Context: an optimization exercise on an open-source flow, tuned for small area, a short achievable clock period and few clock cycles per item. The choices shown serve that exercise and are no tape-out recipe. Where RTL was checked, it was by simulation tests only, not by an equivalence proof against the original. Power figures rest on the tool's default switching activity, not on a simulated workload.

Setup of wip/tundra:
// token_bucket_shaper
module token_bucket_shaper #(
  parameter int unsigned QUEUE_DEPTH = 16
) (
  input  logic                         clk,
  input  logic                         rst,
  input  logic                         cfg_wen,
  input  logic [tbs_pkg::TOKEN_W-1:0]  cfg_wdata,    
  input  logic                         s_tvalid,
  output logic                         s_tready,
  input  logic [47:0]                  s_tdata,      
  input  logic                         s_tuser,      
  output logic                         m_tvalid,
  input  logic                         m_tready,
  output logic [55:0]                  m_tdata,      
  output logic [3:0]                   m_tuser       
);
Size: ~2900 cells after synthesis, about 130 I/O pins, about 38000 um^2 of cells after synthesis.
==> flow/config.mk <==
export PLATFORM = sky130hd
export DESIGN_NAME = token_bucket_shaper
export DESIGN_NICKNAME = token_bucket_shaper
export VERILOG_FILES = /design/flow/design.v
export SDC_FILE = /design/flow/constraint.sdc
export NUM_CORES = 4
export LEC_CHECK = 0
export ABC_AREA = 1
export CAP_MARGIN = 20
export CORE_MARGIN = 2
export CORE_UTILIZATION = 70
export SETUP_SLACK_MARGIN = 3.5
export SLEW_MARGIN = 20
==> flow/constraint.sdc <==
create_clock -name core_clock -period 5.5 [get_ports {clk}]
set_input_delay 1.1000 -clock core_clock [delete_from_list [all_inputs] [get_ports {clk}]]
set_output_delay 1.1000 -clock core_clock [all_outputs]
set_load 0.01 [all_outputs]
run.sh (not shown) runs the stock make flow with config.mk's settings and CLKGATE_MAP_FILE= SYNTH_SCRIPT=/design/flow/synth_recipe.tcl, a recipe that flattens the netlist after the stock synthesis.
Testbench counts of wip/tundra, summed over its fixed seeds: cycles 16,080, items 16,000.
The inputs of wip/juniper differ from those of wip/tundra as listed below.
Settings: CORE_UTILIZATION changed from 70 to 60; SETUP_SLACK_MARGIN changed from 3.5 to 3.8.
Results
On initial antenna violation count: wip/juniper sits below wip/tundra.
Per the final summary, wip/juniper finished and its layout is clean on timing, DRC and antenna.
Compared with wip/tundra, wip/juniper shows a higher clock-cell share of area.
Setup slack, wip/tundra and wip/juniper: smaller value in wip/juniper
wip/tundra → wip/juniper: final area rose by about 3%; clock period minus final worst setup slack went up 0.023 ns; mean post-synth cell area did not really move; power went up by about 1.5%.
In the flow results for wip/tundra and wip/juniper, the wire length is larger on wip/tundra.
Edits applied to the flow inputs when going from wip/juniper to wip/onyx:
Settings: SETUP_SLACK_MARGIN: 3.8 -> 4.5.
Results
wip/onyx went all the way through the flow, and no timing, DRC or antenna check failed. Against wip/juniper, wip/onyx comes in about 36% higher on average wire per cell in the routed design. In wip/onyx, share of post-route cells with drive strength above 1 is higher than in wip/juniper. wip/onyx — number of global-route vias before repair about 15% higher, wip/juniper as reference. In the flow results for wip/juniper and wip/onyx, the total power of the final layout is smaller on wip/juniper. Worst hold margin: wip/juniper vs wip/onyx, no meaningful difference. wip/onyx vs wip/juniper: post-route cell area up. Sort wip/juniper and wip/onyx by net count of the finished layout, ascending, and wip/juniper comes first. Diff wip/juniper -> wip/onyx | post-synthesis to final-layout area growth | increase of 16 points. Compare wip/juniper and wip/onyx | number of antenna violations at the first check in global routing lower: wip/juniper. Critical path depth in wip/onyx is 7 below wip/juniper. For total wire length after detailed routing, dividing the value from wip/onyx by the value from wip/juniper gives 1.5.

* * *

## run A
Another version of the RTL of token_bucket_shaper (not shown whole).
For scale: roughly 3900 cells after synthesis, roughly 45000 um^2 of cells after synthesis.
export LEC_CHECK = 0
export ABC_AREA = 1
export CAP_MARGIN = 20
export CORE_MARGIN = 2
export CORE_UTILIZATION = 60
export SETUP_SLACK_MARGIN = 3.5
export SLEW_MARGIN = 20
create_clock -name core_clock -period 5.5 [get_ports {clk}]
Looking at the reports, run A completed the entire flow and the layout it produced met the timing, DRC and antenna checks.
For run B, these inputs were changed with respect to run A:
Settings: CTS_CLUSTER_SIZE newly set to 22; CTS_CLUSTER_DIAMETER newly set to 80.
### Flow results
- Of run B and run A, run A shows the higher global routing met2 resource utilization, with run B below it.
- From run A to run B the numbers moved as follows: overall power went down; area added between synthesis and finish decreased 4.1 points.
- Run B vs run A on non-clock buffer count: run B is the lower one.
- Looking at end point of the critical path, the room[11] result is from run B; the tokens[8] one comes from run A.
- Between run B and run A, the part of the total power dissipated in combinational logic is higher for run B.
- Buffering overhead: run B vs run A, no meaningful difference
- Compare run B and run A | design area lower: run B
- Taking run A as the reference, in run B cell count along the critical path has increased, number of buffers inserted by post-CTS setup repair has decreased.
No run of this note included a check of the RTL's function; only the layout flow was run.

* * *

== oak ==
Another version of the RTL of token_bucket_shaper (not shown whole).
Size: about 130 I/O pins.
Settings: LEC_CHECK=0, CAP_MARGIN=20, CORE_MARGIN=2, CORE_UTILIZATION=60, SETUP_SLACK_MARGIN=3.5, SLEW_MARGIN=20, TNS_END_PERCENT=10; clock period 5.5 ns.
oak did not stop at any stage, and its layout met the timing, DRC and antenna checks.
Testbench counts of oak, summed over its fixed seeds: cycles 16,080, items 16,000.
What pine does differently from oak at the input level:
- setting ABC_AREA to 1 for the first time
Notes after the runs:
- Cell area: pine worse than oak
- [compare] base=oak new=pine: number of instances resized during post-cts repair has increased, number of cells produced by synthesis has increased, global-route usage has increased, via count has increased, full die area has increased.
- compound AO/OA/AOI/OAI gates as the dominant combinational cell family by area after synthesis was reported by oak, and simple AND/OR/NAND/NOR gates by pine.

* * *

Setup of v6:
token_bucket_shaper, a different RTL version from the one above (not shown whole).
Size: about 1000 flip-flops, roughly 41000 sq um of cells after synthesis.
Settings: LEC_CHECK=0, CAP_MARGIN=20, CORE_MARGIN=2, CORE_UTILIZATION=40, SETUP_SLACK_MARGIN=3.5, SLEW_MARGIN=20; clock period 5.5 ns.
--- input diff v6..v7 ---
# v6
export LEC_CHECK = 0
export CAP_MARGIN = 20
export CORE_MARGIN = 2
export CORE_UTILIZATION = 40
export SETUP_SLACK_MARGIN = 3.5
export SLEW_MARGIN = 20
create_clock -name core_clock -period 5.5 [get_ports {clk}]
# v7
export LEC_CHECK = 0
export CAP_MARGIN = 20
export CORE_MARGIN = 2
export CORE_UTILIZATION = 60
export SETUP_SLACK_MARGIN = 3.5
export SLEW_MARGIN = 20
create_clock -name core_clock -period 5.5 [get_ports {clk}]
In the flow results for v7 and v6, the post-detailed-placement half-perimeter wirelength is smaller on v7. Diff v6 -> v7: number of DRC markers after the initial detailed-route iteration saw an increase; worst supply voltage drop on vdd fell by 3.6%. Changes observed in v7 relative to v6: maximum number of pins on one net before global-route repair shows an increase of about 20%, non-clock buffering overhead in the final layout shows an increase of 0.90 points. Status: finished layout cell area parity (v6, v7). head_need_m1[13]$_DFFE_PP_ as the critical path capture point was reported by v6, and head_need[11]$_DFFE_PP_ by v7.
No functional check of the RTL was part of any run of this note.

* * *

token_bucket_shaper, a different RTL version from the one above (not shown whole).
For scale: roughly 2,500 cells after synthesis, roughly 970 flip-flops, about 130 I/O pins, about 38,000 um2 of cells after synthesis.
Settings: LEC_CHECK=0, CAP_MARGIN=20, CORE_MARGIN=2, CORE_UTILIZATION=60, SETUP_SLACK_MARGIN=3.5, SLEW_MARGIN=20, TNS_END_PERCENT=10; clock period 5.5 ns.
The starting point completed with no timing, DRC or antenna violations.
Next try:
Settings changed: TNS_END_PERCENT 10 to default.
Outcome: Synthesized cell count is unchanged. Design area rises by 1.1%. Worst hold slack stays flat. Synthesized area is unchanged. Count of clock-buffer cells in the layout rises by 1. Wire length rises by 3.0%. Clock power rises by about 2%. Register-to-register slack got worse by 0.08 ns. Global-route usage rises by 1.2 points. Sequential power barely changes. Final cell count rises by 1.3%.
Function was not checked in any run of this note: the RTL went through the layout flow alone.

* * *

Setup of v55:
token_bucket_shaper, a different RTL version from the one above (not shown whole).
Size: roughly 990 flip-flops, about 130 I/O pins, roughly 40000 sq um of cells after synthesis.
make LEC_CHECK=0 ABC_AREA=1 CAP_MARGIN=20 CORE_MARGIN=2 CORE_UTILIZATION=70 SETUP_SLACK_MARGIN=3.0 SLEW_MARGIN=20 finish   # period 5.5 ns
Testbench counts of v55, summed over its fixed seeds: cycles 16,080, items 16,000.
> inputs changed (v55 -> v56)
Settings: CORE_UTILIZATION: 70 -> 60; SETUP_SLACK_MARGIN: 3.0 -> 3.5.
Notes after the runs:
Having completed the whole flow, v56 delivered a layout that passed the timing, DRC and antenna checks. The lower final area of v56 and v55 is in v55. v55 has lower CTS buffer count than v56. Of the two candidates, v55 has the worse setup slack and v56 the better one. Cmp v56 vs v55: instance count on the critical path higher in v56. Between v56 and v55, the power of the sequential group does not differ in any meaningful way. Number of cells after detailed placement: lower on v55.
For v29, these inputs were changed with respect to v56:
Settings: CTS_CLUSTER_SIZE now 30, previously not set; CTS_CLUSTER_DIAMETER now 100, previously not set.
--- outcome ---
- v29: done, clean on timing, DRC and antenna
- v29 ends up with a length of routed met3 wiring that is about 4% lower than in v56.
- Sequential fraction of total cell area delta for v29 relative to v56: 1.5 points higher
- | worst-case setup margin in the final layout | v29 vs v56 | 0.067 ns lower |
- Maximum frequency from static timing analysis ends up lower on v29.
- Routed wire length delta (v29 -> v56): insignificant
- Taking v56 as the reference, in v29 area growth from synthesis to final layout lower, number of cells on the worst reg-to-reg path went down 2, final critical-path required period went up.
- v29 vs v56, proportion of power drawn by combinational gates went up by 1.8 points.
- When v29 is measured against v56, its aggregate global-route resource usage turns out 0.19 points lower.
- Core util | v29 vs v56 | v29 lower

* * *

Another version of the RTL of token_bucket_shaper (not shown whole).
For scale: roughly 2600 cells after synthesis, roughly 990 flip-flops, roughly 40000 um2 of cells after synthesis.
clock: 5.5 ns
lec_check: 0
cap_margin: 20
core_margin: 2
core_utilization: 60
cts_buf_list: sky130_fd_sc_hd__clkbuf_4 sky130_fd_sc_hd__clkbuf_8
setup_slack_margin: 3.5
slew_margin: 20
Then changed:
--- a/flow/config.mk
+++ b/flow/config.mk
@@ -11 +10,0 @@
-export CTS_BUF_LIST = sky130_fd_sc_hd__clkbuf_4 sky130_fd_sc_hd__clkbuf_8
Outcome: Sequential share of layout area barely changes. Cell area is about the same. Routed wire length went up by 0.80%. Register-to-register slack improves by 97 ps.
No run of this note included a check of the RTL's function; only the layout flow was run.

## port drivers added, routing unchanged
The flow's constraints put no driver on any port. The routed layouts listed below were extracted and timed again, unchanged, in two steps. Step 1 assumes that a clkbuf_16 drives the clock port and a buf_2 every other input. Step 2 times the ports against the registers' clock, not the clock port: input delays grow and output delays shrink by t, the midpoint of the rising clock arrivals with the driver on. Three values: no drivers, after step 1, after step 2; two values: the first two.
run | t (ns) | setup WS [ns] | worst data-port slew with drivers (ns) | pins driven straight from the clock port
wip/tundra | 0.716 | 2.724 / 2.723 / 2.381 | 0.09 | 1
wip/juniper | 0.724 | 2.701 / 2.668 / 2.668 | 0.09 | 1
wip/onyx | 0.766 | 2.421 / 2.421 / 2.392 | 0.07 | 1
run A | 0.754 | 2.103 / 2.103 / 2.103 | 0.05 | 1
run B | 0.724 | 2.102 / 2.102 / 2.102 | 0.05 | 1
oak | 0.716 | 2.337 / 2.337 / 2.169 | 0.06 | 1
pine | 0.708 | 2.659 / 2.659 / 2.240 | 0.05 | 1
v6 | 0.741 | 2.021 / 2.021 / 2.021 | 0.06 | 1
v7 | 0.718 | 2.148 / 2.148 / 2.055 | 0.07 | 1
the first run of note 5 | 0.708 | 0.722 / 0.722 / 0.722 | 0.08 | 1
the second run of note 5 | 0.720 | 0.642 / 0.642 / 0.642 | 0.08 | 1
v55 | 0.710 | 2.619 / 2.619 / 2.252 | 0.06 | 1
v56 | 0.727 | 2.811 / 2.811 / 2.704 | 0.06 | 1
v29 | 0.689 | 2.744 / 2.744 / 2.655 | 0.06 | 1
the first run of note 7 | 0.877 | 1.808 / 1.808 / 1.808 | 0.09 | 1
the second run of note 7 | 0.713 | 1.905 / 1.905 / 1.905 | 0.10 | 1
After both steps setup and hold are still met in every run listed. For pine, which loses most, drivers alone change the setup slack by 0.000 ns; drivers and shift together by -0.419 ns.
